This is an optimization exercise on Yosys and OpenROAD, whose aim is small area, a short achievable clock period and few clock cycles, not a production implementation. At most, simulation tests tie the RTL to the original design; equivalence was not proved. No functional check of the RTL was part of runs 1, 2, 6 and 7. Power is estimated from default activity; no workload was simulated.

===== flow/design.v =====
package pool_pkg;
    typedef logic [31:0] word_t;
    typedef logic [7:0] dim_t;
    typedef logic [1:0] ksize_t;
    typedef enum logic {
        POOL_MAX = 1'b0,   
        POOL_SUM = 1'b1    
    } pool_mode_e;
    typedef enum logic [1:0] {
        OP_CONF = 2'd0,
        OP_DEST = 2'd1,
        OP_RUN  = 2'd2
    } cmd_op_e;
    typedef enum logic [1:0] {
        ST_IDLE,
        ST_RUN,
        ST_DRAIN
    } ctrl_state_e;
    localparam int CONF_KSIZE_LSB  = 0;
    localparam int CONF_STRIDE_LSB = 2;
    localparam int CONF_MODE_BIT   = 4;
    localparam int CONF_WIDTH_LSB  = 8;
    localparam int CONF_HEIGHT_LSB = 16;
endpackage
module pool_accel (
    input  logic        clk,
    input  logic        rst,
    input  logic        cmd_valid_i,
    input  logic [1:0]  cmd_op_i,
    input  logic [31:0] cmd_rj_i,
    input  logic [31:0] cmd_rk_i,
    output logic        rsp_valid_o,
    output logic        wb_cyc_o,
    output logic        wb_stb_o,
    output logic        wb_we_o,
    output logic [31:0] wb_adr_o,
    output logic [31:0] wb_dat_o,
    input  logic [31:0] wb_dat_i,
    input  logic        wb_ack_i
);
    logic [31:0] src_q;
    logic [31:0] dst_q;
    logic [7:0]  w_q;
    logic [7:0]  h_q;
    logic [1:0]  k_q;       
    logic [1:0]  s_q;       
    logic        mode_q;    
    logic        busy_q;
    logic        rsp_q;
    logic        cmd_acc;
    logic        conf_acc;
    logic        dest_acc;
    logic        run_acc;
    logic        fits;
    assign cmd_acc  = cmd_valid_i && !busy_q;
    assign conf_acc = cmd_acc && (cmd_op_i == 2'd0);
    assign dest_acc = cmd_acc && (cmd_op_i == 2'd1);
    assign run_acc  = cmd_acc && (cmd_op_i == 2'd2);
    assign fits     = ({6'd0, k_q} <= w_q) && ({6'd0, k_q} <= h_q);
    always_ff @(posedge clk) begin
        if (conf_acc) begin
            src_q  <= cmd_rj_i;
            k_q    <= (cmd_rk_i[1:0] == 2'd0) ? 2'd1 : cmd_rk_i[1:0];
            s_q    <= (cmd_rk_i[3:2] == 2'd0) ? 2'd1 : cmd_rk_i[3:2];
            mode_q <= cmd_rk_i[4];
            w_q    <= cmd_rk_i[15:8];
            h_q    <= cmd_rk_i[23:16];
        end
        if (dest_acc) begin
            dst_q <= cmd_rj_i;
        end
    end
    logic        k1;
    logic        k3;
    logic [12:0] w4;        
    logic [12:0] km1w4;     
    logic [12:0] sw4;       
    logic [1:0]  jump;      
    assign k1    = (k_q == 2'd1);
    assign k3    = (k_q == 2'd3);
    assign w4    = {3'd0, w_q, 2'd0};
    assign km1w4 = k3 ? {2'd0, w_q, 3'd0} : (k1 ? 13'd0 : w4);
    assign sw4   = (s_q[1] ? {2'd0, w_q, 3'd0} : 13'd0) + (s_q[0] ? w4 : 13'd0);
    assign jump  = (s_q > k_q) ? (s_q - k_q + 2'd1) : 2'd1;
    logic [1:0]  i_q;
    logic [7:0]  c_q;
    logic [1:0]  cnt_q;
    logic [7:0]  y_q;
    logic        rdone_q;    
    logic [12:0] dlt_q;      
    logic        i_end;
    logic        nxt_cpl;
    logic        x_fits;
    logic        y_fits;
    logic [1:0]  cstep;
    logic [12:0] dlt_nxt;
    assign i_end   = (i_q == k_q - 2'd1);
    assign nxt_cpl = i_end && (cnt_q == 2'd0);
    assign x_fits  = ({1'b0, c_q} + {7'd0, s_q} + 9'd1) <= {1'b0, w_q};
    assign y_fits  = ({1'b0, y_q} + {7'd0, s_q} + {7'd0, k_q}) <= {1'b0, h_q};
    assign cstep   = (cnt_q == 2'd0) ? jump : 2'd1;
    always_comb begin
        if (!i_end) begin
            dlt_nxt = w4;
        end else if (cnt_q != 2'd0 || x_fits) begin
            dlt_nxt = {9'd0, cstep, 2'd0} - km1w4;
        end else begin
            dlt_nxt = sw4 - km1w4 - {3'd0, c_q, 2'd0};
        end
    end
    logic        stb_q;
    logic        we_q;
    logic [31:0] adr_q;
    logic [31:0] oth_q;
    logic        t_first_q;  
    logic        t_last_q;
    logic        t_cpl_q;
    logic        pend_q;     
    logic        wq_q;       
    logic [31:0] d_q;
    logic        dv_q;
    logic        d_first_q;
    logic        d_last_q;
    logic        d_cpl_q;
    logic [31:0] acc_q;      
    logic        cv_q;       
    logic        c_cpl_q;    
    logic [31:0] c1_q;       
    logic [31:0] p2_q;       
    logic [31:0] res_q;
    logic        bnd;
    logic        go_w;
    logic        go_r;
    logic        swap;
    logic        fin;
    logic [31:0] adr_sum;
    assign bnd     = busy_q && (!stb_q || wb_ack_i);
    assign go_w    = wq_q || (cv_q && c_cpl_q);
    assign go_r    = !go_w && !rdone_q && (!nxt_cpl || !pend_q || (stb_q && we_q));
    assign swap    = go_w || we_q;
    assign fin     = busy_q && rdone_q && stb_q && we_q && wb_ack_i;
    assign adr_sum = adr_q + (we_q ? 32'd4 : {{19{dlt_q[12]}}, dlt_q});
    logic        adv_q;
    always_ff @(posedge clk) begin
        if (rst) begin
            busy_q  <= 1'b0;
            rsp_q   <= 1'b0;
            stb_q   <= 1'b0;
            pend_q  <= 1'b0;
            wq_q    <= 1'b0;
            rdone_q <= 1'b1;
            adv_q   <= 1'b0;
        end else begin
            rsp_q <= conf_acc || dest_acc || (run_acc && !fits) || fin;
            adv_q <= bnd && go_r;
            if (run_acc && fits) begin
                busy_q  <= 1'b1;
                rdone_q <= 1'b0;
                pend_q  <= 1'b0;
                wq_q    <= 1'b0;
            end
            if (fin) begin
                busy_q <= 1'b0;
            end
            if (cv_q && c_cpl_q) begin
                wq_q <= 1'b1;
            end
            if (stb_q && we_q && wb_ack_i) begin
                pend_q <= 1'b0;
            end
            if (adv_q && nxt_cpl) begin
                pend_q <= 1'b1;
                if (!x_fits && !y_fits) begin
                    rdone_q <= 1'b1;
                end
            end
            if (bnd) begin
                stb_q <= go_w || go_r;
                if (go_w) begin
                    wq_q <= 1'b0;
                end
            end
        end
    end
    always_ff @(posedge clk) begin
        if (run_acc) begin
            adr_q <= src_q;
            oth_q <= dst_q;
            we_q  <= 1'b0;
        end else if (bnd && (go_w || go_r)) begin
            we_q  <= go_w;
            adr_q <= swap ? oth_q : adr_sum;
            if (swap) begin
                oth_q <= adr_sum;
            end
            if (go_r) begin
                t_first_q <= (i_q == 2'd0);
                t_last_q  <= i_end;
                t_cpl_q   <= nxt_cpl;
            end
        end
    end
    always_ff @(posedge clk) begin
        if (run_acc) begin
            dlt_q <= '0;
            i_q   <= '0;
            c_q   <= '0;
            cnt_q <= k_q - 2'd1;
            y_q   <= '0;
        end else if (adv_q) begin
            dlt_q <= dlt_nxt;
            if (!i_end) begin
                i_q <= i_q + 2'd1;
            end else begin
                i_q <= '0;
                if (cnt_q != 2'd0) begin
                    cnt_q <= cnt_q - 2'd1;
                    c_q   <= c_q + 8'd1;
                end else if (x_fits) begin
                    cnt_q <= (s_q > k_q) ? k_q - 2'd1 : s_q - 2'd1;
                    c_q   <= c_q + {6'd0, jump};
                end else begin
                    cnt_q <= k_q - 2'd1;
                    c_q   <= '0;
                    y_q   <= y_q + {6'd0, s_q};
                end
            end
        end
    end
    logic        wb_p2_q;    
    logic [31:0] x_q;
    logic [32:0] ut;
    logic [31:0] u;
    logic        nx_a;
    logic        nx_p2;
    logic        nx_c1;
    assign nx_a  = stb_q && !we_q && wb_ack_i && !t_first_q;
    assign nx_p2 = dv_q && d_last_q && d_cpl_q && k3;
    assign nx_c1 = (dv_q && d_last_q && (d_cpl_q ? !k1 && !k3 : k3)) || (cv_q && c_cpl_q && k3);
    assign ut    = {x_q[31], x_q} + ({acc_q[31], acc_q} ^ {33{!mode_q}}) + {32'd0, !mode_q};
    assign u     = mode_q ? ut[31:0] : (ut[32] ? acc_q : x_q);
    always_ff @(posedge clk) begin
        d_q       <= wb_dat_i;
        d_first_q <= t_first_q;
        d_last_q  <= t_last_q;
        d_cpl_q   <= t_cpl_q;
        c_cpl_q   <= d_cpl_q;
        if (nx_a) begin
            x_q <= wb_dat_i;
        end else if (nx_p2) begin
            x_q <= p2_q;
        end else if (nx_c1) begin
            x_q <= c1_q;
        end else begin
            x_q <= {!mode_q, 31'd0};
        end
        if (rst) begin
            dv_q    <= 1'b0;
            cv_q    <= 1'b0;
            wb_p2_q <= 1'b0;
        end else begin
            dv_q    <= stb_q && !we_q && wb_ack_i;
            cv_q    <= dv_q && d_last_q;
            wb_p2_q <= (dv_q && d_last_q && !d_cpl_q && k3) || (cv_q && c_cpl_q && k3);
        end
    end
    always_ff @(posedge clk) begin
        if (dv_q) begin
            acc_q <= d_first_q ? d_q : u;
        end
        if (wb_p2_q) begin
            p2_q <= u;
        end
        if (wb_p2_q || (cv_q && !k3)) begin
            c1_q <= acc_q;
        end
        if (cv_q && c_cpl_q) begin
            res_q <= u;
        end
    end
    assign rsp_valid_o = rsp_q;
    assign wb_cyc_o    = stb_q;
    assign wb_stb_o    = stb_q;
    assign wb_we_o     = we_q;
    assign wb_adr_o    = adr_q;
    assign wb_dat_o    = res_q;
endmodule

===== flow/flow/run.sh =====
#!/bin/bash
# The standard layout, with the port buffers made of plain buffers and a
# larger setup margin for the timing repair.
set -euo pipefail
export BUFFER_PORTS_ARGS="-buffer_cell sky130_fd_sc_hd__buf_1"
bash standard.sh SETUP_SLACK_MARGIN=6.5 finish > layout.log 2>&1

===== flow/standard.sh =====
#!/bin/bash
# synth_recipe.tcl (not shown) runs the flow's synth.tcl, then flattens the netlist and writes it again
# the make line also repeats each setting of config.mk as NAME=value (left out here)
make -C /OpenROAD-flow-scripts/flow DESIGN_CONFIG=/design/flow/config.mk WORK_HOME=/design/flow/orfs CLKGATE_MAP_FILE= SYNTH_SCRIPT=/design/flow/synth_recipe.tcl "${@:-finish}"

===== flow/config.mk =====
export PLATFORM = sky130hd
export DESIGN_NAME = pool_accel
export DESIGN_NICKNAME = pool_accel
export VERILOG_FILES = /design/flow/design.v
export SDC_FILE = /design/flow/constraint.sdc
export NUM_CORES = 4
export LEC_CHECK = 0
export CAP_MARGIN = 20
export CORE_MARGIN = 2
export CORE_UTILIZATION = 40
export SLEW_MARGIN = 20

===== flow/constraint.sdc =====
create_clock -name core_clock -period 10.0 [get_ports {clk}]
set_input_delay 2.0000 -clock core_clock [delete_from_list [all_inputs] [get_ports {clk}]]
set_output_delay 2.0000 -clock core_clock [all_outputs]
set_load 0.01 [all_outputs]

==> flow_metrics.py, run 1 <==
metrics = {
    "status": {
        "status": "timing/DRC/antenna clean",
    },
    "yosys": {
        "synthFlopType": "edfxtp_1",
        "synth_edf_count": 282,
        "syn_nets": 2210,
        "synthAdderAreaFrac_pct": 8.93,
        "synth_compound_area_share_pct": 14.8,
        "yosys_warnings": 1,
        "synth-seq-area-share_pct": 51.8,
        "yosys.area_share.simple_pct": 13.0,
        "synth_commonest_cells": "edfxtp_1 (282), nand2_1 (241), a21oi_1 (165), o21ai_0 (156), nor2_1 (113)",
        "synthMuxAreaShare_pct": 2.61,
        "synth_top_area_share_pct": 41.3,
        "synth_most_common_cell": "edfxtp_1",
        "synthesis.area_sq_mm": 0.0205,
        "synth.area.top_cells": "edfxtp_1 (41%), dfxtp_1 (11%), ha_1 (6.6%), nand2_1 (4.4%), a21oi_1 (4.0%)",
        "synthCells": 1976,
        "async_reset_ff_share_pct": 0,
        "yosysTopAreaCell": "edfxtp_1",
        "synth_xor_xnor_area_share_pct": 5.00,
        "synth-seq-cells": 390,
        "ys_types": 69,
        "synth_top_family_by_area": "compound AO/OA/AOI/OAI gates",
        "synth_area_per_cell_sq_um": 10.4,
    },
    "worst_setup_path": {
        "crit_fanout": 6,
        "crit_arrival_ps": 4170,
        "crit_family": "multiplexers",
        "path_cells": "buf_12, buf_16, buf_6, xnor2_2, ha_1, a21o_1, a211oi_2, or4b_4, o21ai_4, o21ai_4, buf_12, mux2_4, mux2_4, mux2_2",
        "crit_buf_inv": 4,
        "critPathCaptureType": "flop",
        "required_ps": 10330,
        "slowest_stage": "or4b_4",
        "path_class": "reg2reg",
        "r2r_slack_ps": 6150,
        "slowest_delay_ps": 510,
        "critPathLaunchType": "flop",
    },
    "grt": {
        "grt_pass1_wl_microns": 89000,
        "grt_pass1_vias": 16100,
        "grt_start_max_net_pins": 81,
        "grt-ovfl-total": 0,
        "antenna_found_initial": 2,
        "grt_usage_pct": 21.3,
    },
    "sta": {
        "worst_pin_slew_ps": 1120,
        "finalCriticalPeriod_ps": 3850,
        "finClkSkew_ps": 21.8,
        "tns_ps": 0,
        "fin_crit_sh_pct": 38.5,
        "rsz0062_at_grt": "true",
        "fmax_mhz": 260,
        "finalHoldViolCount": 0,
        "slew_headroom_pct": 25.1,
        "slew_viol_final": 0,
        "setup_viol": 0,
    },
    "clock_network": {
        "cts_tree": "built",
        "clk_latency_ps": 580,
        "clockBufferDepth": 3,
        "h-tree-depth": 2,
        "clk_pin_slew_ps": 60,
        "cts_root_buffer": "clkbuf_16",
        "numCtsBuffers": 44,
        "cts_num_sinks": 390,
    },
    "pwr": {
        "p_leak_uw": 0.0100,
        "power.density_mw_per_mm2": 149,
        "ir_worst_vdd_mv": 0.138,
        "finalPower_uw": 3880,
    },
    "die": {
        "rows": 82,
        "die_h_microns": 230,
        "start_util_pct": 40.7,
        "boundaryPins": 170,
        "die_w_microns": 230,
        "die-area_sq_mm": 0.0531,
        "core_sq_mm": 0.0504,
    },
    "place": {
        "place.port_buffers": 158,
        "gp_congestion": 0.921,
        "hpwl_microns": 36000,
    },
    "route": {
        "drc": 0,
        "detail-route-antenna-nets": 0,
        "num_vias": 16000,
        "post_drt_wl_per_cell_microns": 19.7,
        "wl_microns": 58500,
        "dr.pass1.iters": 5,
        "vias_per_cell": 5.40,
        "drtIter0Drc": 989,
    },
    "layout": {
        "areaGrowthSynthToFinish_pct": 27.2,
        "fill_cells": 4396,
        "drive_gt1_share_pct": 20.7,
        "finalNetCount": 2495,
    },
    "job": {
        "drv_cap": 0,
    },
    "min_path": {
        "min_path_type": "reg2reg",
    },
}
## layout make-up
cell class,instances,area [sq um],area share [%]
Timing Repair Buffer,331,2270,8.70
Sequential cell,390,10600,40.8
Inverter,110,415,1.59
Multi-Input combinational cell,1384,10400,40.1
Clock inverter,16,214,0.821
Antenna cell,2,5.00,0.0192
Clock buffer,63,1240,4.77
Tap cell,672,841,3.22
## cell families (layout without fill, tap and decap cells)
family,after synthesis,in the layout
buffers and inverters,206,520
muxes,51,51
AOI/OAI and AO/OA,505,507
and+or+nand+nor,575,577
other,0,2
xor gates and xnor gates,117,117
DFF,390,390
adders and majority gates,132,132
## placed cells by master (no fill, tap or decap), drive strengths merged, types with 30 or more instances in the layout
cell	netlist	layout
xnor2	79	79
nor3	30	30
and3	43	43
edfxtp	282	282
nor2	113	113
ha	108	108
o21ai	159	161
nor2b	31	33
clkbuf	85	64
inv	108	111
a21oi	165	165
nand2	241	241
dfxtp	108	108
mux2i	34	34
buf	11	327
xor2	38	38
## power breakdown
group | internal (uW) | switching (uW)
registers | 1770 | 17.1
logic | 201 | 227
clock network | 993 | 667
## through the flow
| step | instance area (sq um) | worst slack [ps] | hold WS, ps | std cells | util, % |
|---|---|---|---|---|---|
| finish | 26100 | 6150 | 338 | 2968 | 51.8 |
| global route | 26100 | 6040 | 349 | 2967 | 51.8 |
| CTS | 25200 | 6170 | 339 | 2921 | 50.0 |
| detailed placement | 22000 | 4550 | 327 | 2732 | 43.7 |
| global placement | 22000 | 4580 | 330 | 2732 | 43.7 |
| floorplan | 20900 | 6160 | 323 | 1976 | - |
## per-layer routing
metal	wire, microns	track usage [%]	vias to the layer above	share of wire, %
met5	18	0	-	0.031
met4	1330	6.03	2	2.3
met3	3470	4.24	84	5.9
met2	29200	37.5	445	50
met1	24400	26.6	7819	42
li1	-	-	7676	-
## what timing repair did
item                                    in CTS  in global routing
pin swaps                                   84                 80
resized for setup                          171                116
hold buffers                                 0                  0
buffers inserted                           100                 44
endpoints found under the setup margin     173                163
cloned                                      10                  1
## path summary, 6_finish.rpt
path,start,end,cells past startpoint
worst max-delay path,mode_q$_DFFE_PP_,acc_q[21]$_DFFE_PP_,14
worst min-delay path,t_cpl_q$_DFFE_PP_,d_cpl_q$_DFF_P_,0
worst max register to register,mode_q$_DFFE_PP_,acc_q[21]$_DFFE_PP_,14
worst min register to register,t_cpl_q$_DFFE_PP_,d_cpl_q$_DFF_P_,0
## state kept, by name (all words and copies together), names as in the netlist, 2 cells and up
| register | cells |
|---|---|
| dlt_q | 11 |
| h_q | 8 |
| oth_q | 32 |
| i_q | 2 |
| cnt_q | 2 |
| x_q | 32 |
| c1_q | 32 |
| res_q | 32 |
| p2_q | 32 |
| d_q | 32 |
| c_q | 8 |
| y_q | 8 |
| k_q | 2 |
| w_q | 8 |
| adr_q | 32 |
| src_q | 32 |
| acc_q | 32 |
| dst_q | 32 |
| s_q | 2 |
==> run 2, diff against run 1 <==
--- a/flow/design.v
+++ b/flow/design.v
@@ -229,14 +229,19 @@
     end
+    logic [31:0] x_q;
+    logic        f_q;        
+    logic        f_last_q;
+    logic        f_cpl_q;
     logic        wb_p2_q;    
-    logic [31:0] x_q;
+    logic        col_done;   
+    logic        col_cpl;
+    logic [31:0] ident;
+    logic [31:0] yv;
     logic [32:0] ut;
     logic [31:0] u;
-    logic        nx_a;
-    logic        nx_p2;
-    logic        nx_c1;
-    assign nx_a  = stb_q && !we_q && wb_ack_i && !t_first_q;
-    assign nx_p2 = dv_q && d_last_q && d_cpl_q && k3;
-    assign nx_c1 = (dv_q && d_last_q && (d_cpl_q ? !k1 && !k3 : k3)) || (cv_q && c_cpl_q && k3);
-    assign ut    = {x_q[31], x_q} + ({acc_q[31], acc_q} ^ {33{!mode_q}}) + {32'd0, !mode_q};
-    assign u     = mode_q ? ut[31:0] : (ut[32] ? acc_q : x_q);
+    assign ident    = {!mode_q, 31'd0};
+    assign yv       = f_q ? ident : acc_q;
+    assign ut       = {x_q[31], x_q} + ({yv[31], yv} ^ {33{!mode_q}}) + {32'd0, !mode_q};
+    assign u        = mode_q ? ut[31:0] : (ut[32] ? yv : x_q);
+    assign col_done = (dv_q && !d_first_q && d_last_q) || (f_q && f_last_q);
+    assign col_cpl  = f_q ? f_cpl_q : d_cpl_q;
     always_ff @(posedge clk) begin
@@ -246,11 +251,15 @@
         d_cpl_q   <= t_cpl_q;
-        c_cpl_q   <= d_cpl_q;
-        if (nx_a) begin
+        f_last_q  <= d_last_q;
+        f_cpl_q   <= d_cpl_q;
+        c_cpl_q   <= col_cpl;
+        if (stb_q && !we_q && wb_ack_i && !t_first_q) begin
             x_q <= wb_dat_i;
-        end else if (nx_p2) begin
+        end else if (dv_q && d_first_q) begin
+            x_q <= d_q;
+        end else if (col_done && col_cpl && k3) begin
             x_q <= p2_q;
-        end else if (nx_c1) begin
+        end else if ((col_done && (col_cpl ? !k1 : k3)) || (cv_q && c_cpl_q && k3)) begin
             x_q <= c1_q;
         end else begin
-            x_q <= {!mode_q, 31'd0};
+            x_q <= ident;
         end
@@ -258,2 +267,3 @@
             dv_q    <= 1'b0;
+            f_q     <= 1'b0;
             cv_q    <= 1'b0;
@@ -262,9 +272,10 @@
             dv_q    <= stb_q && !we_q && wb_ack_i;
-            cv_q    <= dv_q && d_last_q;
-            wb_p2_q <= (dv_q && d_last_q && !d_cpl_q && k3) || (cv_q && c_cpl_q && k3);
-        end
-    end
-    always_ff @(posedge clk) begin
-        if (dv_q) begin
-            acc_q <= d_first_q ? d_q : u;
+            f_q     <= dv_q && d_first_q;
+            cv_q    <= col_done;
+            wb_p2_q <= k3 && ((col_done && !col_cpl) || (cv_q && c_cpl_q));
+        end
+    end
+    always_ff @(posedge clk) begin
+        if ((dv_q && !d_first_q) || f_q) begin
+            acc_q <= u;
         end
==> flow_metrics.py, run 2 <==
metrics = {
    "status": {
        "status": "timing/DRC/antenna clean",
    },
    "worst_setup_path": {
        "crit_fanout": 4,
        "path_class": "reg2reg",
        "path_cells": "buf_6, ha_4, nor2_4, buf_6, a22oi_2, fa_1, inv_2, fa_2, inv_2, ha_4, nor2b_4, o21ai_2, a21boi_2, o21ai_2, a21oi_2, and4b_1, nor4_2, o21ai_1",
        "r2r-start": "k_q[1]$_SDFFCE_PN0P_",
        "critPathCaptureType": "flop",
        "required_ps": 10450,
        "crit_arrival_ps": 4300,
        "r2r_slack_ps": 6150,
        "slowest_delay_ps": 540,
        "setup.worst_path.start": "k_q[1]$_SDFFCE_PN0P_",
        "crit_buf_inv": 4,
        "critPathLaunchType": "flop",
        "crit_family": "adder cells",
        "slowest_stage": "fa_1",
    },
    "sta": {
        "finalCriticalPeriod_ps": 3850,
        "fin_crit_sh_pct": 38.5,
        "setup_ws_ps": 6150,
        "rsz0062_at_grt": "true",
        "slew_headroom_pct": 24.4,
        "finalHoldViolCount": 0,
        "timing.hold.ws_ps": 337,
        "slew_viol_final": 0,
        "setup_viol": 0,
        "fmax_mhz": 260,
        "worst_pin_slew_ps": 1130,
        "finClkSkew_ps": 27.4,
        "tns_ps": 0,
    },
    "grt": {
        "grt_start_max_net_pins": 108,
        "grtUsageMet3_pct": 3.29,
        "grt-ovfl-total": 0,
        "grt_pass1_wl_microns": 87600,
        "top_usage_layer": "met2",
        "met1_usage_pct": 26.1,
        "grt_pass1_vias": 16200,
        "antenna_found_initial": 2,
        "grt_usage_pct": 20.6,
        "grtUsageMet2_pct": 35.6,
    },
    "min_path": {
        "min_from": "d_cpl_q$_DFF_P_",
        "min_path_type": "reg2reg",
    },
    "yosys": {
        "synth_commonest_cells": "edfxtp_1 (282), nand2_1 (254), a21oi_1 (184), o21ai_0 (160), nor2_1 (122)",
        "synth_top_area_share_pct": 40.6,
        "synthesis.area_sq_mm": 0.0208,
        "yosys_warnings": 1,
        "synth_edf_count": 282,
        "yosysTopAreaCell": "edfxtp_1",
        "ys_types": 80,
        "syn_nets": 2274,
        "synth_top_family_by_area": "compound AO/OA/AOI/OAI gates",
        "synth.area.top_cells": "edfxtp_1 (41%), dfxtp_1 (11%), ha_1 (6.5%), nand2_1 (4.6%), a21oi_1 (4.4%)",
        "synthCells": 2040,
        "synthMuxAreaShare_pct": 1.90,
        "synthFlopType": "edfxtp_1",
        "synth-seq-cells": 393,
        "synth-seq-area-share_pct": 51.3,
        "async_reset_ff_share_pct": 0,
        "yosys.area_share.simple_pct": 14.7,
        "synth_most_common_cell": "edfxtp_1",
        "synth_area_per_cell_sq_um": 10.2,
        "synthAdderAreaFrac_pct": 8.79,
        "synth_compound_area_share_pct": 14.8,
        "synth_xor_xnor_area_share_pct": 4.79,
    },
    "place": {
        "gp_congestion": 0.871,
        "place.port_buffers": 158,
        "hpwl_microns": 35200,
        "dpl_worst_slack_ps": 5070,
    },
    "route": {
        "post_drt_wl_per_cell_microns": 19.1,
        "drtIter0Drc": 1049,
        "num_vias": 16200,
        "detail-route-antenna-nets": 0,
        "vias_per_cell": 5.43,
        "dr.pass1.iters": 5,
        "drc": 0,
        "wl_microns": 57200,
    },
    "clock_network": {
        "cts_num_sinks": 393,
        "clk_pin_slew_ps": 60,
        "clockBufferDepth": 3,
        "ctsHoldBuffers": 0,
        "numCtsBuffers": 45,
        "cts_tree": "built",
        "clk_latency_ps": 590,
        "cts_root_buffer": "clkbuf_16",
        "h-tree-depth": 2,
    },
    "pwr": {
        "seqPwrFrac_pct": 45.1,
        "combPwrFrac_pct": 13.0,
        "clockPowerShare_pct": 41.9,
        "power.density_mw_per_mm2": 154,
        "ir_worst_vdd_mv": 0.141,
        "switching_power_uw": 986,
        "switching_share_pct": 24.5,
        "p_leak_uw": 0.00970,
        "p_int_uw": 3040,
    },
    "layout": {
        "finalNetCount": 2512,
        "layout_commonest_cell": "edfxtp_1",
        "utilization_pct": 50.8,
        "areaGrowthSynthToFinish_pct": 25.4,
        "final_cell_mix": "edfxtp_1 (282), nand2_1 (243), a21oi_1 (167)",
        "drive_gt1_share_pct": 18.3,
    },
    "die": {
        "die-area_sq_mm": 0.0539,
        "core_sq_mm": 0.0514,
        "rows": 83,
        "die_w_microns": 232,
        "boundaryPins": 170,
        "start_util_pct": 40.5,
        "die_h_microns": 232,
    },
    "job": {
        "drv_cap": 0,
    },
}
run 2: final cells by class:
cell class / instances / area (sq um)
timing repair inverter: 1 / 5.00
tap: 680 / 851
inverter: 96 / 383
timing repair buffer: 289 / 2010
antenna: 2 / 5.00
clock buffer: 59 / 1240
fill: 4601 / 25300
multi-input combinational: 1452 / 10700
clock inverter: 22 / 272
sequential: 393 / 10700
run 2: final timing paths:
path / endpoint / cells past startpoint
worst max-delay path: dlt_q[11]$_SDFFE_PP0P_ / 18
worst min-delay path: f_cpl_q$_DFF_P_ / 0
worst max register to register: dlt_q[11]$_SDFFE_PP0P_ / 18
worst min register to register: f_cpl_q$_DFF_P_ / 0
run 2: stage by stage:
| stage | area (sq um) | power, uW | instances |
|---|---|---|---|
| 5_1_grt | 26100 | 4170 | 2994 |
| 2_1_floorplan | 21000 | 2120 | 2040 |
| 3_5_place_dp | 22200 | 2230 | 2796 |
| 4_1_cts | 24900 | 3990 | 2948 |
| 6_report | 26100 | 4020 | 2994 |
| 3_3_place_gp | 22200 | 2220 | 2796 |
run 2: cell families (layout without fill, tap and decap cells):
kind of cell               Yosys count  after routing
AOI/OAI and AO/OA                  513            513
xor gates and xnor gates           114            114
adders and majority gates          132            132
buffers and inverters              196            467
DFF                                393            393
muxes                               39             39
other                                0              2
and+or+nand+nor                    653            654
run 2: layer usage:
metal,up-vias,share of wire [%]
met1,7914,43
met4,0,2.9
li1,7808,-
met2,405,49
met3,119,4.8
met5,-,0
run 2: power groups by stage:
stage               Sequential, uW  Clock (uW)  Combinational [uW]
detailed placement            1850           0                 377
floorplan                     1840           0                 287
CTS                           1810        1720                 454
global placement              1850           0                 366
global route                  1820        1780                 576
finish                        1810        1680                 525
run 2: what timing repair did:
item | CTS | global route
gates resized for setup | 115 | 207
gates cloned | 9 | 2
endpoints found under the setup margin | 245 | 137
pin swaps | 60 | 66
buffers inserted | 62 | 42
==> run 3, diff against run 2 <==
--- a/flow/design.v
+++ b/flow/design.v
@@ -92,4 +92,7 @@
     logic        nxt_cpl;
-    logic        x_fits;
+    logic        x_fits_c;
+    logic        y_fits_c;
+    logic        x_fits;     
     logic        y_fits;
+    logic [12:0] db_q;       
     logic [1:0]  cstep;
@@ -98,4 +101,4 @@
     assign nxt_cpl = i_end && (cnt_q == 2'd0);
-    assign x_fits  = ({1'b0, c_q} + {7'd0, s_q} + 9'd1) <= {1'b0, w_q};
-    assign y_fits  = ({1'b0, y_q} + {7'd0, s_q} + {7'd0, k_q}) <= {1'b0, h_q};
+    assign x_fits_c = ({1'b0, c_q} + {7'd0, s_q} + 9'd1) <= {1'b0, w_q};
+    assign y_fits_c = ({1'b0, y_q} + {7'd0, s_q} + {7'd0, k_q}) <= {1'b0, h_q};
     assign cstep   = (cnt_q == 2'd0) ? jump : 2'd1;
@@ -107,5 +110,9 @@
         end else begin
-            dlt_nxt = sw4 - km1w4 - {3'd0, c_q, 2'd0};
+            dlt_nxt = db_q - {3'd0, c_q, 2'd0};
         end
     end
+    always_ff @(posedge clk) begin
+        x_fits <= x_fits_c;
+        y_fits <= y_fits_c;
+    end
     logic        stb_q;
@@ -205,2 +212,3 @@
             dlt_q <= '0;
+            db_q  <= sw4 - km1w4;
             i_q   <= '0;
--- a/flow/flow/run.sh
+++ b/flow/flow/run.sh
@@ -5,2 +5,2 @@
 export BUFFER_PORTS_ARGS="-buffer_cell sky130_fd_sc_hd__buf_1"
-bash standard.sh SETUP_SLACK_MARGIN=6.5 finish > layout.log 2>&1
+bash standard.sh SETUP_SLACK_MARGIN=6.0 finish > layout.log 2>&1
--- a/flow/config.mk
+++ b/flow/config.mk
@@ -10,2 +10,4 @@
 export CORE_UTILIZATION = 40
+export CTS_CLUSTER_DIAMETER = 60
+export CTS_CLUSTER_SIZE = 30
 export SLEW_MARGIN = 20
==> flow_metrics.py, run 3 <==
metrics = {
    "yosys": {
        "synth-seq-cells": 406,
        "synth.area.top_cells": "edfxtp_1 (41%), dfxtp_1 (11%), ha_1 (6.8%), nand2_1 (4.5%), a21oi_1 (4.4%)",
        "async_reset_ff_share_pct": 0,
        "synth_most_common_cell": "edfxtp_1",
        "ys_types": 87,
        "synthCells": 2040,
        "synth_commonest_cells": "edfxtp_1 (293), nand2_1 (254), a21oi_1 (189), o21ai_0 (131), nor2_1 (121)",
        "synth_edf_count": 293,
        "synthFlopType": "edfxtp_1",
        "synth_area_per_cell_sq_um": 10.4,
        "syn_nets": 2277,
        "synth_top_area_share_pct": 41.4,
        "synth-seq-area-share_pct": 52.0,
        "yosys_warnings": 1,
        "synthesis.area_sq_mm": 0.0213,
        "yosysTopAreaCell": "edfxtp_1",
    },
    "route": {
        "post_drt_wl_per_cell_microns": 17.7,
        "dr.pass1.iters": 5,
        "vias_per_cell": 5.28,
        "drtIter0Drc": 989,
        "num_vias": 15300,
        "detail-route-antenna-nets": 0,
        "drc": 0,
        "wl_microns": 51200,
    },
    "layout": {
        "final_cell_area_sq_mm": 0.0240,
        "final_cell_mix": "edfxtp_1 (293), nand2_1 (254), a21oi_1 (187)",
        "finalNetCount": 2412,
        "areaGrowthSynthToFinish_pct": 12.6,
        "layout_commonest_cell": "edfxtp_1",
        "drive_gt1_share_pct": 7.72,
    },
    "sta": {
        "slew_headroom_pct": 35.1,
        "finalCriticalPeriod_ps": 3710,
        "fmax_mhz": 270,
        "worst_pin_slew_ps": 974,
        "finalHoldViolCount": 0,
        "rsz0062_at_grt": "false",
        "fin_crit_sh_pct": 37.1,
        "timing.hold.ws_ps": 305,
        "slew_viol_final": 0,
        "setup_viol": 0,
        "finClkSkew_ps": 41.6,
        "tns_ps": 0,
    },
    "worst_setup_path": {
        "critPathCaptureType": "flop",
        "crit_family": "compound AO/OA/AOI/OAI gates",
        "critPathLaunchType": "flop",
        "crit_fanout": 34,
        "path_cells": "buf_12, and2b_2, xnor2_1, ha_1, and2_1, nand3_1, or3_1, o21a_1, o31a_1, o21ai_1, a31oi_1, xor2_1, a221oi_2",
        "path_class": "reg2reg",
        "crit_buf_inv": 1,
        "required_ps": 10340,
        "slowest_stage": "dfxtp_1",
        "crit_arrival_ps": 4050,
        "slowest_delay_ps": 430,
    },
    "pwr": {
        "clockPowerShare_pct": 40.3,
        "ir_worst_vdd_mv": 0.125,
        "switching_power_uw": 867,
        "power.density_mw_per_mm2": 150,
        "p_int_uw": 2730,
        "p_leak_uw": 0.00904,
        "combPwrFrac_pct": 7.9,
        "seqPwrFrac_pct": 51.8,
        "switching_share_pct": 24.1,
    },
    "min_path": {
        "min_path_type": "reg2reg",
    },
    "die": {
        "die_h_microns": 235,
        "boundaryPins": 170,
        "die-area_sq_mm": 0.0551,
        "rows": 84,
        "core_sq_mm": 0.0526,
        "start_util_pct": 40.5,
        "die_w_microns": 235,
    },
    "grt": {
        "grt_pass1_vias": 14900,
        "antenna_found_initial": 4,
        "grt-ovfl-total": 0,
        "grt_usage_pct": 18.3,
        "grt_pass1_wl_microns": 81400,
        "grt_start_max_net_pins": 67,
    },
    "job": {
        "drv_cap": 0,
    },
    "clock_network": {
        "numCtsBuffers": 36,
        "h-tree-depth": 2,
        "cts_num_sinks": 406,
        "ctsHoldBuffers": 0,
        "cts_tree": "built",
        "clk_pin_slew_ps": 80,
        "cts_root_buffer": "clkbuf_16",
        "clk_latency_ps": 570,
        "clockBufferDepth": 3,
    },
    "place": {
        "place.port_buffers": 158,
        "place_area_sq_mm": 0.0225,
        "hpwl_microns": 34700,
        "gp_congestion": 0.852,
    },
    "status": {
        "status": "timing/DRC/antenna clean",
    },
}
run 3: changes by cell type in the layout (fill, tap and decap cells not counted), sizes merged, moves of 8 or more:
cell / before / now
a21o: 25 / 42
a21oi: 185 / 193
and2: 19 / 8
and2b: 1 / 16
and3: 22 / 11
buf: 283 / 194
clkbuf: 60 / 42
edfxtp: 282 / 293
ha: 108 / 116
inv: 94 / 105
nor2b: 59 / 44
nor3: 44 / 24
o21ai: 161 / 152
xnor2: 75 / 94
run 3: path summary, 6_finish.rpt:
kind	start	to	slack, ps	cells past startpoint
worst max-delay path	f_q$_SDFF_PP0_	p2_q[31]$_DFFE_PP_	6290	13
worst min-delay path	t_cpl_q$_DFFE_PP_	d_cpl_q$_DFF_P_	310	0
worst max register to register	f_q$_SDFF_PP0_	p2_q[31]$_DFFE_PP_	6290	13
worst min register to register	t_cpl_q$_DFFE_PP_	d_cpl_q$_DFF_P_	310	0
run 3: metrics by stage:
step / total power, uW / instances / util (%) / setup slack (ps)
floorplan: 2100 / 2040 / - / 5720
global placement: 2170 / 2809 / 42.8 / 5330
detailed placement: 2180 / 2809 / 42.8 / 5260
CTS: 3640 / 2880 / 45.2 / 6010
global route: 3750 / 2894 / 45.6 / 6010
finish: 3600 / 2895 / 45.6 / 6290
run 3: power by group through the flow:
stage	registers, uW	clock network (uW)	logic (uW)
2_1_floorplan	1900	0	201
3_3_place_gp	1900	0	267
3_5_place_dp	1900	0	275
4_1_cts	1860	1490	279
5_1_grt	1870	1560	323
6_report	1860	1450	283
run 3: layer usage:
metal / GRT usage (%) / share of wire [%] / vias up / routed length (microns)
li1: - / - / 7544 / -
met1: 24.8 / 45 / 7301 / 23200
met2: 30.1 / 47 / 349 / 24100
met3: 2.62 / 4.8 / 82 / 2470
met4: 6.35 / 3.0 / 2 / 1520
met5: 0 / 0.018 / - / 9
run 3: final cells by class:
cell class                      instances  area, sq um
Timing Repair Buffer                  195          940
Fill cell                            4982        28600
Clock inverter                         25          251
Multi-Input combinational cell       1437         9490
Inverter                               99          373
Tap cell                              688          861
Antenna cell                            4         10.0
Sequential cell                       406        11100
Clock buffer                           41          972
run 3: what timing repair did:
action | 4_1_cts | 5_1_grt
resized for setup | 7 | 18
pin swaps | 0 | 3
setup buffers | 5 | 9
gates cloned | 0 | 1
setup endpoints to repair | 100 | 63
run 3: logic make-up after synthesis:
family                     after synthesis  synth area share, %
AOI/OAI and AO/OA                      511                 14.6
muxes                                   44                 2.11
buffers and inverters                  197                 3.81
and+or+nand+nor                        616                 13.5
xor gates and xnor gates               131                 5.39
DFF                                    406                 52.0
adders and majority gates              135                 8.61
Testbench counts of run 3, summed over its fixed seeds: cycles 127,638.
==> run 4, diff against run 3 <==
--- a/flow/flow/run.sh
+++ b/flow/flow/run.sh
@@ -5,2 +5,2 @@
 export BUFFER_PORTS_ARGS="-buffer_cell sky130_fd_sc_hd__buf_1"
-bash standard.sh SETUP_SLACK_MARGIN=6.0 finish > layout.log 2>&1
+bash standard.sh SETUP_SLACK_MARGIN=7.0 finish > layout.log 2>&1
==> flow_metrics.py, run 4 <==
metrics = {
    "status": {
        "status": "timing/DRC/antenna clean",
    },
    "clock_network": {
        "ctsHoldBuffers": 0,
        "clockBufferDepth": 3,
        "h-tree-depth": 2,
        "cts_tree": "built",
        "cts_num_sinks": 406,
        "numCtsBuffers": 37,
        "clk_pin_slew_ps": 80,
        "clk_latency_ps": 580,
        "cts_root_buffer": "clkbuf_16",
    },
    "layout": {
        "final_cell_mix": "edfxtp_1 (293), nand2_1 (245), buf_4 (162)",
        "layout_commonest_cell": "edfxtp_1",
        "areaGrowthSynthToFinish_pct": 31.8,
        "drive_gt1_share_pct": 28.6,
        "fill_cells": 4597,
        "finalNetCount": 2603,
    },
    "route": {
        "dr.pass1.iters": 5,
        "post_drt_wl_per_cell_microns": 19.3,
        "drtIter0Drc": 893,
        "vias_per_cell": 5.37,
        "detail-route-antenna-nets": 0,
        "drc": 0,
        "num_vias": 16600,
        "wl_microns": 59500,
    },
    "pwr": {
        "ir_worst_vdd_mv": 0.155,
        "clockPowerShare_pct": 40.7,
        "p_leak_uw": 0.0107,
        "switching_power_uw": 987,
        "switching_share_pct": 25.6,
        "power.density_mw_per_mm2": 137,
        "p_int_uw": 2860,
        "combPwrFrac_pct": 10.9,
        "seqPwrFrac_pct": 48.4,
    },
    "grt": {
        "grt_start_max_net_pins": 65,
        "grt_usage_pct": 20.2,
        "antenna_found_initial": 2,
        "grt_pass1_vias": 16400,
        "grt-ovfl-total": 0,
        "grt_pass1_wl_microns": 89400,
    },
    "yosys": {
        "synth_edf_count": 293,
        "synthesis.area_sq_mm": 0.0213,
        "synth_commonest_cells": "edfxtp_1 (293), nand2_1 (254), a21oi_1 (189), o21ai_0 (131), nor2_1 (121)",
        "synth.area.top_cells": "edfxtp_1 (41%), dfxtp_1 (11%), ha_1 (6.8%), nand2_1 (4.5%), a21oi_1 (4.4%)",
        "synth_top_area_share_pct": 41.4,
        "ys_types": 87,
        "syn_nets": 2277,
        "synth-seq-cells": 406,
        "synth-seq-area-share_pct": 52.0,
        "async_reset_ff_share_pct": 0,
        "synth_area_per_cell_sq_um": 10.4,
        "synthFlopType": "edfxtp_1",
        "yosysTopAreaCell": "edfxtp_1",
        "yosys_warnings": 1,
        "synth_most_common_cell": "edfxtp_1",
        "synthCells": 2040,
    },
    "worst_setup_path": {
        "slowest_delay_ps": 500,
        "path_class": "reg2reg",
        "required_ps": 10310,
        "path_cells": "buf_6, ha_4, buf_6, a22oi_2, inv_2, fa_1, inv_2, ha_4, a21o_1, a21oi_2, o21bai_1, a21oi_2, o21bai_1, a21oi_2, o21bai_1, a21oi_1, xnor2_1",
        "slowest_stage": "edfxtp_1",
        "crit_buf_inv": 4,
        "critPathLaunchType": "flop",
        "crit_fanout": 5,
        "crit_family": "compound AO/OA/AOI/OAI gates",
        "crit_arrival_ps": 3800,
        "critPathCaptureType": "flop",
    },
    "sta": {
        "tns_ps": 0,
        "finalCriticalPeriod_ps": 3490,
        "slew_headroom_pct": 35.0,
        "setup_ws_ps": 6510,
        "fin_crit_sh_pct": 34.9,
        "rsz0062_at_grt": "true",
        "slew_viol_final": 0,
        "finClkSkew_ps": 35.2,
        "setup_viol": 0,
        "worst_pin_slew_ps": 975,
        "finalHoldViolCount": 0,
        "fmax_mhz": 287,
    },
    "die": {
        "rows": 84,
        "boundaryPins": 170,
        "core_sq_mm": 0.0526,
        "start_util_pct": 40.5,
        "die_w_microns": 235,
        "die-area_sq_mm": 0.0551,
        "die_h_microns": 235,
    },
    "place": {
        "hpwl_microns": 35500,
        "place.port_buffers": 158,
        "gp_congestion": 0.896,
        "dpl_worst_slack_ps": 4580,
    },
    "job": {
        "drv_cap": 0,
    },
    "min_path": {
        "min_path_type": "reg2reg",
    },
}
==> run 4: cell counts after synthesis <==
No cell type changed its count.
==> run 4: area by class of cell <==
class | instances | area, sq um | share of cell area, %
Antenna cell | 2 | 5.00 | 0.0179
Timing Repair Buffer | 383 | 3070 | 10.9
Tap cell | 688 | 861 | 3.07
Inverter | 99 | 419 | 1.50
Timing Repair inverter | 1 | 11.3 | 0.0402
Sequential cell | 406 | 11100 | 39.5
Clock inverter | 26 | 364 | 1.30
Multi-Input combinational cell | 1438 | 11200 | 40.1
Clock buffer | 42 | 987 | 3.52
==> run 4: kinds of logic after synthesis <==
family,synth area share (%)
flops,52.0
buf+inv,3.81
mux,2.11
fa+ha+maj,8.61
simple gates,13.5
compound gates,14.6
xor+xnor,5.39
==> run 4: final timing paths <==
path	to	slack [ps]	from	depth (start not counted)
max	db_q[11]$_DFFE_PP_	6510	k_q[1]$_SDFFCE_PN0P_	17
min	d_cpl_q$_DFF_P_	340	t_cpl_q$_DFFE_PP_	0
min reg2reg	d_cpl_q$_DFF_P_	340	t_cpl_q$_DFFE_PP_	0
max reg2reg	db_q[11]$_DFFE_PP_	6510	k_q[1]$_SDFFCE_PN0P_	17
==> run 4: what timing repair did <==
action	in CTS	in global routing
buffers inserted	117	72
pin swaps	65	114
setup endpoints to repair	416	252
cloned	8	10
resized for setup	224	274
==> run 4: layer usage <==
| layer | share of wire (%) | GRT usage [%] |
|---|---|---|
| met1 | 43 | 26.4 |
| met4 | 2.9 | 5.93 |
| met2 | 49 | 34.5 |
| met3 | 5.0 | 2.96 |
| met5 | 0.025 | 0 |
==> run 4: power groups by stage <==
stage,Clock [uW],Combinational (uW),Sequential (uW)
after global routing,1660,458,1870
after detailed placement,0,286,1900
after floorplan,0,216,1900
final,1570,420,1860
after global placement,0,276,1900
after CTS,1600,360,1860
==> run 4: through the flow <==
stage	instances	utilization (%)	area, sq um	hold WS [ps]	total power (uW)
detailed placement	2808	43.3	22700	332	2190
global placement	2807	43.2	22700	325	2180
floorplan	2040	-	21800	323	2110
CTS	3001	49.6	26100	343	3820
finish	3085	53.3	28000	336	3850
global route	3084	53.3	28000	349	3980
==> run 5, diff against run 4 <==
--- a/flow/flow/run.sh
+++ b/flow/flow/run.sh
@@ -5,2 +5,2 @@
 export BUFFER_PORTS_ARGS="-buffer_cell sky130_fd_sc_hd__buf_1"
-bash standard.sh SETUP_SLACK_MARGIN=7.0 finish > layout.log 2>&1
+bash standard.sh SETUP_SLACK_MARGIN=6.5 finish > layout.log 2>&1
==> flow_metrics.py, run 5 <==
metrics = {
    "clock_network": {
        "numCtsBuffers": 35,
        "clk_pin_slew_ps": 80,
        "cts_num_sinks": 406,
        "clk_latency_ps": 550,
        "cts_tree": "built",
        "h-tree-depth": 2,
        "cts_root_buffer": "clkbuf_16",
        "ctsHoldBuffers": 0,
        "clockBufferDepth": 3,
    },
    "worst_setup_path": {
        "crit_fanout": 18,
        "crit_arrival_ps": 1430,
        "r2r_end": "db_q[11]$_DFFE_PP_",
        "r2r_slack_ps": 6580,
        "ff2ff_path_depth": 16,
        "slowest_delay_ps": 420,
        "crit_family": "buffers and inverters",
        "path_cells": "buf_6, buf_1",
        "r2r-start": "k_q[1]$_SDFFCE_PN0P_",
        "crit_buf_inv": 2,
        "critPathCaptureType": "output pin",
        "slowest_stage": "dfxtp_4",
        "required_ps": 8000,
        "critPathLaunchType": "flop",
        "path_class": "reg2out",
    },
    "route": {
        "detail-route-antenna-nets": 0,
        "drtIter0Drc": 1001,
        "drc": 0,
        "num_vias": 15600,
        "post_drt_wl_per_cell_microns": 17.9,
        "wl_microns": 52800,
        "dr.pass1.iters": 7,
        "vias_per_cell": 5.29,
    },
    "yosys": {
        "synthFlopType": "edfxtp_1",
        "synth-seq-cells": 406,
        "synthesis.area_sq_mm": 0.0213,
        "synth.area.top_cells": "edfxtp_1 (41%), dfxtp_1 (11%), ha_1 (6.8%), nand2_1 (4.5%), a21oi_1 (4.4%)",
        "synth_commonest_cells": "edfxtp_1 (293), nand2_1 (254), a21oi_1 (189), o21ai_0 (131), nor2_1 (121)",
        "yosys_warnings": 1,
        "ys_types": 87,
        "synthCells": 2040,
        "synth_edf_count": 293,
        "yosysTopAreaCell": "edfxtp_1",
        "syn_nets": 2277,
        "synth_top_area_share_pct": 41.4,
        "synth-seq-area-share_pct": 52.0,
        "synth_most_common_cell": "edfxtp_1",
        "synth_area_per_cell_sq_um": 10.4,
        "async_reset_ff_share_pct": 0,
    },
    "grt": {
        "grt_pass1_vias": 15000,
        "grt_usage_pct": 18.5,
        "antenna_found_initial": 3,
        "grt_start_max_net_pins": 80,
        "grt-ovfl-total": 0,
        "grt_pass1_wl_microns": 82200,
    },
    "layout": {
        "multiInputGateArea_sq_mm": 0.00986,
        "finalNetCount": 2464,
        "final_cell_mix": "edfxtp_1 (293), nand2_1 (253), a21oi_1 (173)",
        "fill_cells": 4855,
        "layout_commonest_cell": "edfxtp_1",
        "drive_gt1_share_pct": 12.9,
        "areaGrowthSynthToFinish_pct": 17.1,
        "seqCellArea_sq_mm": 0.0111,
    },
    "job": {
        "drv_cap": 0,
    },
    "sta": {
        "finalHoldViolCount": 0,
        "fmax_mhz": 291,
        "setup_viol": 0,
        "rsz0062_at_grt": "true",
        "slew_viol_final": 0,
        "slew_headroom_pct": 35.5,
        "worst_pin_slew_ps": 967,
        "finClkSkew_ps": 23.9,
        "fin_crit_sh_pct": 34.3,
        "finalCriticalPeriod_ps": 3430,
        "tns_ps": 0,
    },
    "die": {
        "die-area_sq_mm": 0.0551,
        "boundaryPins": 170,
        "die_h_microns": 235,
        "core_sq_mm": 0.0526,
        "start_util_pct": 40.5,
        "die_w_microns": 235,
        "rows": 84,
    },
    "place": {
        "place.port_buffers": 158,
        "gp_congestion": 0.823,
        "hpwl_microns": 34600,
    },
    "min_path": {
        "hold_depth": 0,
        "hold_end": "f_cpl_q$_DFF_P_",
        "min_from": "d_cpl_q$_DFF_P_",
        "min_path_type": "reg2reg",
    },
    "pwr": {
        "ir_worst_vdd_mv": 0.139,
        "finalPower_uw": 3640,
        "p_leak_uw": 0.00941,
        "power.density_mw_per_mm2": 146,
    },
    "status": {
        "status": "timing/DRC/antenna clean",
    },
}
run 5: area by class of cell:
| cell class | instances | share of cell area (%) |
|---|---|---|
| Inverter | 99 | 1.55 |
| Multi-Input combinational cell | 1439 | 39.6 |
| Timing Repair Buffer | 246 | 6.08 |
| Tap cell | 688 | 3.45 |
| Clock inverter | 23 | 1.29 |
| Clock buffer | 39 | 3.61 |
| Antenna cell | 2 | 0.0201 |
| Sequential cell | 406 | 44.4 |
run 5: logic make-up after synthesis:
logic type / share of synthesized area [%]
xor gates and xnor gates: 5.39
and+or+nand+nor: 13.5
DFF: 52.0
buffers and inverters: 3.81
AOI/OAI and AO/OA: 14.6
muxes: 2.11
adders and majority gates: 8.61
run 5: stage by stage:
step | std cells | area, sq um | setup WS (ps) | utilization, % | hold WS [ps]
global placement | 2807 | 22500 | 5130 | 42.9 | 327
floorplan | 2040 | 21400 | 6370 | - | 323
finish | 2942 | 24900 | 6570 | 47.4 | 340
global route | 2942 | 24900 | 6420 | 47.4 | 352
detailed placement | 2807 | 22500 | 5050 | 42.9 | 327
CTS | 2898 | 24300 | 6500 | 46.2 | 339
run 5: what timing repair did:
item / CTS / global route
setup endpoints to repair: 197 / 118
setup buffers: 25 / 37
gates cloned: 4 / 4
pin swaps: 13 / 38
gates resized for setup: 55 / 65
run 5: how the worst max path moves through the flow:
| stage | start | to | depth (start not counted) |
|---|---|---|---|
| 2_1_floorplan | cmd_op_i[1] | h_q[0]$_DFFE_PP_ | 2 |
| 3_3_place_gp | cmd_op_i[0] | cnt_q[1]$_DFFE_PP_ | 9 |
| 3_5_place_dp | cmd_op_i[0] | cnt_q[1]$_DFFE_PP_ | 9 |
| 4_1_cts | k_q[0]$_SDFFCE_PN1P_ | db_q[11]$_DFFE_PP_ | 18 |
| 5_1_grt | k_q[1]$_SDFFCE_PN0P_ | db_q[10]$_DFFE_PP_ | 17 |
| 6_report | we_q$_SDFFE_PP0P_ | wb_we_o | 2 |
run 5: report_power, final:
part | switching, uW | internal [uW]
Clock | 673 | 788
Combinational | 184 | 133
Sequential | 18.1 | 1840
run 5: layer usage:
metal	track usage (%)	wire, microns	part of all wire (%)
met1	24.7	23600	45
met2	31.1	25500	48
met4	5.14	1110	2.1
met5	0	13	0.025
met3	3.01	2610	4.9
==> run 6, diff against run 5 <==
--- a/flow/design.v
+++ b/flow/design.v
@@ -250,4 +250,4 @@
     assign yv       = f_q ? ident : acc_q;
-    assign ut       = {x_q[31], x_q} + ({yv[31], yv} ^ {33{!mode_q}}) + {32'd0, !mode_q};
-    assign u        = mode_q ? ut[31:0] : (ut[32] ? yv : x_q);
+    assign ut       = {1'b0, x_q + yv};
+    assign u        = mode_q ? ut[31:0] : (($signed(x_q) < $signed(yv)) ? yv : x_q);
     assign col_done = (dv_q && !d_first_q && d_last_q) || (f_q && f_last_q);
==> flow_metrics.py, run 6 <==
metrics = {
    "sta": {
        "fin_crit_sh_pct": 34.9,
        "worst_pin_slew_ps": 964,
        "rsz0062_at_grt": "true",
        "setup_ws_ps": 6510,
        "slew_headroom_pct": 35.7,
        "setup_viol": 0,
        "tns_ps": 0,
        "finalHoldViolCount": 0,
        "finalCriticalPeriod_ps": 3490,
        "fmax_mhz": 287,
        "slew_viol_final": 0,
        "finClkSkew_ps": 44.4,
    },
    "clock_network": {
        "numCtsBuffers": 37,
        "h-tree-depth": 2,
        "clockBufferDepth": 3,
        "cts_num_sinks": 406,
        "cts_root_buffer": "clkbuf_16",
        "cts_tree": "built",
        "clk_pin_slew_ps": 80,
        "clk_latency_ps": 590,
    },
    "route": {
        "detail-route-antenna-nets": 0,
        "wl_microns": 54900,
        "drc": 0,
        "vias_per_cell": 5.31,
        "drtIter0Drc": 1143,
        "dr.pass1.iters": 5,
        "num_vias": 16000,
        "post_drt_wl_per_cell_microns": 18.2,
    },
    "worst_setup_path": {
        "path_class": "reg2reg",
        "r2r_slack_ps": 6510,
        "critPathCaptureType": "flop",
        "crit_arrival_ps": 3790,
        "required_ps": 10300,
        "slowest_stage": "or4_4",
        "critPathLaunchType": "flop",
        "slowest_delay_ps": 550,
        "path_cells": "buf_6, nand2b_4, ha_4, a21oi_2, o21bai_1, a221oi_2, o211ai_1, or4_4, o21ai_4, xnor2_4, buf_12, mux2_4, o211a_1",
        "crit_fanout": 6,
    },
    "place": {
        "dpl_worst_slack_ps": 5000,
        "place.port_buffers": 158,
        "gp_congestion": 0.880,
        "hpwl_microns": 36300,
        "place_inst": 2897,
    },
    "yosys": {
        "synth.area.top_cells": "edfxtp_1 (41%), dfxtp_1 (10%), ha_1 (8.6%), a21oi_1 (4.6%), nand2_1 (4.4%)",
        "synthCells": 2117,
        "synth_top_area_share_pct": 40.8,
        "ys_types": 67,
        "async_reset_ff_share_pct": 0,
        "synth_most_common_cell": "edfxtp_1",
        "synthFlopType": "edfxtp_1",
        "synth_edf_count": 293,
        "yosysTopAreaCell": "edfxtp_1",
        "synthesis.area_sq_mm": 0.0216,
        "syn_nets": 2386,
        "synth_commonest_cells": "edfxtp_1 (293), nand2_1 (252), a21oi_1 (197), ha_1 (148), inv_1 (143)",
        "synth-seq-area-share_pct": 51.3,
        "synth-seq-cells": 406,
        "synth_area_per_cell_sq_um": 10.2,
        "yosys_warnings": 1,
    },
    "die": {
        "boundaryPins": 170,
        "die_w_microns": 236,
        "die_h_microns": 236,
        "core_sq_mm": 0.0536,
        "die-area_sq_mm": 0.0558,
        "rows": 85,
        "start_util_pct": 40.2,
    },
    "grt": {
        "antenna_found_initial": 5,
        "grt_pass1_vias": 15500,
        "grt_start_max_net_pins": 105,
        "grt_usage_pct": 19.0,
        "grt-ovfl-total": 0,
        "grt_pass1_wl_microns": 84300,
    },
    "pwr": {
        "power.density_mw_per_mm2": 143,
        "p_leak_uw": 0.00976,
        "ir_worst_vdd_mv": 0.151,
    },
    "status": {
        "status": "timing/DRC/antenna clean",
    },
    "layout": {
        "drive_gt1_share_pct": 12.0,
        "final_cell_mix": "edfxtp_1 (293), nand2_1 (250), a21oi_1 (187)",
        "layout_commonest_cell": "edfxtp_1",
        "areaGrowthSynthToFinish_pct": 17.9,
        "finalNonFillerCells": 3020,
        "finalNetCount": 2561,
    },
    "min_path": {
        "min_path_type": "reg2reg",
    },
    "job": {
        "drv_cap": 0,
    },
}
==> run 6: metal layers <==
layer,vias to the layer above,GRT usage [%],routed length [microns]
met1,7654,25.6,25100
met3,96,3.02,2680
met5,-,0,12
met4,2,6.87,1750
li1,7852,-,-
met2,419,30.9,25300
==> run 6: logic make-up (layout without fill, tap and decap cells) <==
group                    after synthesis  count (layout)  share of synthesized area, %
adder cells (fa/ha/maj)              167             167                          10.3
AND/OR/NAND/NOR                      638             639                          13.5
buffers and inverters                236             438                          4.18
flip-flops                           406             406                          51.3
multiplexers                          54              54                          2.51
XOR/XNOR                              97              97                          3.97
AO/OA/AOI/OAI                        519             519                          14.2
other                                  0               4                             0
==> run 6: final cells by class <==
type	instances	area [sq um]
clock inverter	27	347
antenna	4	10.0
sequential	406	11100
fill	4902	28200
timing repair buffer	226	1230
tap	696	871
inverter	145	562
multi-input combinational	1476	10400
clock buffer	40	951
==> run 6: worst max-delay path, delay by kind of cell, from the launching register on <==
kind                     cells  cell delay, ps
AO/OA/AOI/OAI                6            1180
AND/OR/NAND/NOR              2             700
flip-flops                   1             370
multiplexers                 1             290
buffers and inverters        2             280
adder cells (fa/ha/maj)      1             270
XOR/XNOR                     1             160
==> run 6: metrics by stage <==
step | hold slack, ps | util, % | total power (uW) | cell area [sq um]
floorplan | 323 | - | 2070 | 21700
global route | 355 | 47.5 | 3770 | 25400
CTS | 346 | 46.3 | 3650 | 24800
detailed placement | 330 | 42.7 | 2150 | 22900
global placement | 324 | 42.7 | 2140 | 22900
finish | 347 | 47.5 | 3630 | 25400
==> run 6: timing repair <==
item                                   CTS  global route
resized for setup                       70           101
hold buffers                             0             0
pin swaps                               22            52
cloned                                   2             1
setup endpoints to repair              140           153
endpoints found under the hold margin    0             0
buffers inserted                        29            20
==> run 6: worst paths after layout <==
check / endpoint / from / cells past startpoint
setup / recovery: acc_q[28]$_DFFE_PP_ / f_q$_SDFF_PP0_ / 13
hold / removal: d_cpl_q$_DFF_P_ / t_cpl_q$_DFFE_PP_ / 0
setup reg to reg: acc_q[28]$_DFFE_PP_ / f_q$_SDFF_PP0_ / 13
hold reg to reg: d_cpl_q$_DFF_P_ / t_cpl_q$_DFFE_PP_ / 0
==> run 6: where the power goes <==
| part | internal, uW | leakage, uW | total [uW] | switching [uW] |
|---|---|---|---|---|
| registers | 1840 | 0.00360 | 1860 | 18.7 |
| clock network | 765 | 0.000621 | 1490 | 724 |
| logic | 113 | 0.00554 | 279 | 166 |
==> run 7, diff against run 6 <==
--- a/flow/design.v
+++ b/flow/design.v
@@ -96,3 +96,3 @@
     logic        y_fits;
-    logic [12:0] db_q;       
+    logic [12:0] dlt_q2;
     logic [1:0]  cstep;
@@ -107,6 +107,6 @@
             dlt_nxt = w4;
-        end else if (cnt_q != 2'd0 || x_fits) begin
+        end else if (cnt_q != 2'd0 || x_fits_c) begin
             dlt_nxt = {9'd0, cstep, 2'd0} - km1w4;
         end else begin
-            dlt_nxt = db_q - {3'd0, c_q, 2'd0};
+            dlt_nxt = sw4 - km1w4 - {3'd0, c_q, 2'd0};
         end
@@ -116,2 +116,3 @@
         y_fits <= y_fits_c;
+        dlt_q2 <= dlt_nxt;
     end
@@ -212,3 +213,2 @@
             dlt_q <= '0;
-            db_q  <= sw4 - km1w4;
             i_q   <= '0;
@@ -218,3 +218,3 @@
         end else if (adv_q) begin
-            dlt_q <= dlt_nxt;
+            dlt_q <= dlt_q2;
             if (!i_end) begin
@@ -250,4 +250,16 @@
     assign yv       = f_q ? ident : acc_q;
-    assign ut       = {1'b0, x_q + yv};
-    assign u        = mode_q ? ut[31:0] : (($signed(x_q) < $signed(yv)) ? yv : x_q);
+    logic [32:0] yin;
+    logic [32:0] pp;
+    logic [32:0] cy;
+    logic [31:0] sel;
+    logic [31:0] hi;
+    logic [31:0] lo;
+    assign yin      = {yv[31], yv} ^ {33{!mode_q}};
+    assign pp       = {x_q[31], x_q} ^ yin;
+    assign ut       = {x_q[31], x_q} + yin + {32'd0, !mode_q};
+    assign cy       = ut ^ pp;
+    assign sel      = mode_q ? cy[31:0] : {32{ut[32]}};
+    assign hi       = mode_q ? ~pp[31:0] : yv;
+    assign lo       = mode_q ? pp[31:0] : x_q;
+    assign u        = (sel & hi) | (~sel & lo);
     assign col_done = (dv_q && !d_first_q && d_last_q) || (f_q && f_last_q);
--- a/flow/config.mk
+++ b/flow/config.mk
@@ -10,4 +10,2 @@
 export CORE_UTILIZATION = 40
-export CTS_CLUSTER_DIAMETER = 60
-export CTS_CLUSTER_SIZE = 30
 export SLEW_MARGIN = 20
==> flow_metrics.py, run 7 <==
metrics = {
    "die": {
        "start_util_pct": 40.5,
        "rows": 83,
        "die_h_microns": 232,
        "boundaryPins": 170,
        "die-area_sq_mm": 0.0539,
        "core_sq_mm": 0.0514,
        "die_w_microns": 232,
    },
    "yosys": {
        "async_reset_ff_share_pct": 0,
        "synth.area.top_cells": "edfxtp_1 (41%), dfxtp_1 (12%), ha_1 (6.5%), nand2_1 (4.3%), a21oi_1 (4.2%)",
        "yosys_warnings": 1,
        "ys_types": 81,
        "synthFlopType": "edfxtp_1",
        "synthCells": 1987,
        "synth_top_area_share_pct": 40.6,
        "yosysTopAreaCell": "edfxtp_1",
        "synth-seq-cells": 406,
        "synth_commonest_cells": "edfxtp_1 (282), nand2_1 (237), a21oi_1 (175), o21ai_0 (143), dfxtp_1 (124)",
        "syn_nets": 2221,
        "synth_area_per_cell_sq_um": 10.5,
        "synthesis.area_sq_mm": 0.0208,
        "synth_edf_count": 282,
        "synth-seq-area-share_pct": 52.6,
        "synth_most_common_cell": "edfxtp_1",
    },
    "sta": {
        "setup_viol": 0,
        "fmax_mhz": 250,
        "fin_crit_sh_pct": 40.0,
        "finClkSkew_ps": 32.6,
        "setup_ws_ps": 6000,
        "rsz0062_at_grt": "true",
        "slew_headroom_pct": 29.6,
        "slew_viol_final": 0,
        "tns_ps": 0,
        "worst_pin_slew_ps": 1050,
        "finalHoldViolCount": 0,
        "finalCriticalPeriod_ps": 4000,
    },
    "worst_setup_path": {
        "crit_arrival_ps": 4490,
        "r2r_end": "dlt_q2[11]$_SDFF_PN0_",
        "slowest_stage": "fa_2",
        "path_cells": "ha_4, nor2_4, a22oi_2, fa_1, inv_2, fa_2, inv_2, ha_4, nor2b_4, o21ai_2, a21boi_2, o21ai_2, a21oi_2, o21a_1, o21a_1, o21ai_1, nand3b_1, a21oi_2",
        "required_ps": 10490,
        "cp_num_cells": 18,
        "endpoint": "dlt_q2[11]$_SDFF_PN0_",
        "ff2ff_path_depth": 18,
        "critPathCaptureType": "flop",
        "r2r_slack_ps": 6000,
        "path_class": "reg2reg",
        "r2r-start": "k_q[0]$_SDFFCE_PN1P_",
        "crit_fanout": 4,
        "slowest_delay_ps": 560,
        "crit_buf_inv": 2,
        "setup.worst_path.start": "k_q[0]$_SDFFCE_PN1P_",
        "critPathLaunchType": "flop",
        "crit_family": "adder cells",
    },
    "route": {
        "post_drt_wl_per_cell_microns": 18.5,
        "detail-route-antenna-nets": 0,
        "drc": 0,
        "num_vias": 15400,
        "vias_per_cell": 5.26,
        "wl_microns": 54100,
        "drtIter0Drc": 1034,
        "dr.pass1.iters": 7,
    },
    "pwr": {
        "power.density_mw_per_mm2": 154,
        "switching_power_uw": 894,
        "p_leak_uw": 0.00953,
        "switching_share_pct": 23.0,
        "combPwrFrac_pct": 8.9,
        "clockPowerShare_pct": 43.4,
        "ir_worst_vdd_mv": 0.137,
        "finalPower_uw": 3890,
        "p_int_uw": 3000,
        "seqPwrFrac_pct": 47.7,
    },
    "grt": {
        "antenna_found_initial": 6,
        "top_usage_layer": "met2",
        "met1_usage_pct": 24.7,
        "grt_usage_pct": 19.7,
        "grtUsageMet3_pct": 3.09,
        "grtUsageMet2_pct": 34.6,
        "grt_pass1_wl_microns": 83600,
        "grt_pass1_vias": 15400,
        "grt_start_max_net_pins": 126,
        "grt-ovfl-total": 0,
    },
    "clock_network": {
        "clockBufferDepth": 3,
        "cts_tree": "built",
        "h-tree-depth": 2,
        "clk_latency_ps": 590,
        "clk_pin_slew_ps": 60,
        "cts_num_sinks": 406,
        "numCtsBuffers": 44,
        "cts_root_buffer": "clkbuf_16",
    },
    "min_path": {
        "min_from": "t_last_q$_DFFE_PP_",
        "min_path_type": "reg2reg",
    },
    "job": {
        "drv_cap": 0,
    },
    "layout": {
        "layout_commonest_cell": "edfxtp_1",
        "finalNetCount": 2437,
        "drive_gt1_share_pct": 14.2,
        "areaGrowthSynthToFinish_pct": 21.0,
        "final_cell_mix": "edfxtp_1 (282), nand2_1 (233), a21oi_1 (167)",
        "final_cell_area_sq_mm": 0.0252,
    },
    "place": {
        "dpl_worst_slack_ps": 4830,
        "gp_congestion": 0.871,
        "place.port_buffers": 158,
        "hpwl_microns": 33500,
        "place_area_sq_mm": 0.0221,
    },
    "status": {
        "status": "timing/DRC/antenna clean",
    },
}
## run 7: power groups by stage
stage,sequential [uW],combinational [uW],clock (uW)
after floorplan,1890,203,0
after global placement,1890,271,0
after detailed placement,1890,279,0
after CTS,1850,317,1730
after global routing,1860,381,1790
final,1850,345,1690
## run 7: worst min-delay path by stage
stage,to,slack (ps),cells after the start
2_1_floorplan,d_cpl_q$_DFF_P_,320,0
3_3_place_gp,d_last_q$_DFF_P_,330,0
4_1_cts,d_cpl_q$_DFF_P_,340,0
5_1_grt,d_cpl_q$_DFF_P_,360,0
6_report,d_last_q$_DFF_P_,340,0
3_5_place_dp,d_cpl_q$_DFF_P_,330,0
## run 7: cell families after synthesis
logic type / share of synthesized area, %
simple gates: 13.4
flops: 52.6
mux: 2.40
compound gates: 14.2
buf+inv: 3.70
xor+xnor: 5.00
fa+ha+maj: 8.79
## run 7: per-layer routing
metal  part of all wire, %  wire [microns]
met1                    43           23100
met2                    50           26900
met3                   5.0            2690
met4                   2.6            1400
met5                 0.081              44
## run 7: repair_timing
action | in CTS | in global routing
hold buffers | 0 | 0
resized for setup | 70 | 94
buffers inserted | 50 | 28
setup endpoints to repair | 140 | 159
pin swaps | 25 | 38
cloned | 8 | 2
## run 7: metrics by stage
| step | cells | hold WS (ps) | util (%) |
|---|---|---|---|
| 2_1_floorplan | 1987 | 323 | - |
| 3_3_place_gp | 2749 | 326 | 43.0 |
| 3_5_place_dp | 2749 | 330 | 43.0 |
| 4_1_cts | 2889 | 344 | 47.7 |
| 5_1_grt | 2922 | 358 | 49.1 |
| 6_report | 2923 | 342 | 49.1 |
## run 7: worst register-to-register path, stage by stage, from the launching register on
cell	delay [ps]
edfxtp_1	540
ha_4	260
nor2_4	140
a22oi_2	100
fa_1	550
inv_2	40
fa_2	560
inv_2	60
ha_4	200
nor2b_4	120
o21ai_2	200
a21boi_2	100
o21ai_2	200
a21oi_2	90
o21a_1	210
o21a_1	200
o21ai_1	130
nand3b_1	100
a21oi_2	120
## run 7: cell type report
class	instances	area, sq um
clock inverters	18	245
fillers	4605	26200
inverters	91	342
multi-input cells	1397	9840
well taps	680	851
flip-flops and latches	406	11000
diodes	4	10.0
repair buffers	263	1710
clock buffers	64	1260

-- separate check: timing with driven ports --
How much do the figures lean on ideal ports? The routed layouts below were timed once more, with nothing changed but the port constraints.
Step 1 assumes that a clkbuf_16 drives the clock port and a buf_2 every other input.
Step 2, shift: input delay + t, output delay - t, t = (earliest + latest rising clock arrival at the registers) / 2. This alone moves slack from input paths to output paths.
a / b / c = no drivers / after step 1 / after step 2; a / b = the first two.
| run | t, ns | slack for setup (ns) | worst setup path after step 2 | worst register clock-pin slew, ns | cell pins on the clock port's net |
|---|---|---|---|---|---|
| run 1 | 0.627 | 6.152 / 6.152 / 6.131 | input to register | 0.07 / 0.07 | 1 |
| run 2 | 0.629 | 6.152 / 6.152 / 5.988 | input to register | 0.06 / 0.06 | 1 |
| run 3 | 0.604 | 6.293 / 6.288 / 5.684 | input to register | 0.08 / 0.08 | 1 |
| run 4 | 0.623 | 6.510 / 6.510 / 6.369 | input to register | 0.09 / 0.09 | 1 |
| run 5 | 0.597 | 6.568 / 6.513 / 6.090 | input to register | 0.09 / 0.09 | 1 |
| run 6 | 0.623 | 6.511 / 6.511 / 5.993 | input to register | 0.08 / 0.08 | 1 |
| run 7 | 0.630 | 6.005 / 6.005 / 5.999 | input to register | 0.06 / 0.06 | 1 |
After both steps setup and hold are still met in every run listed. For run 3, which loses most, drivers alone change the setup slack by -0.005 ns; drivers and shift together by -0.609 ns.
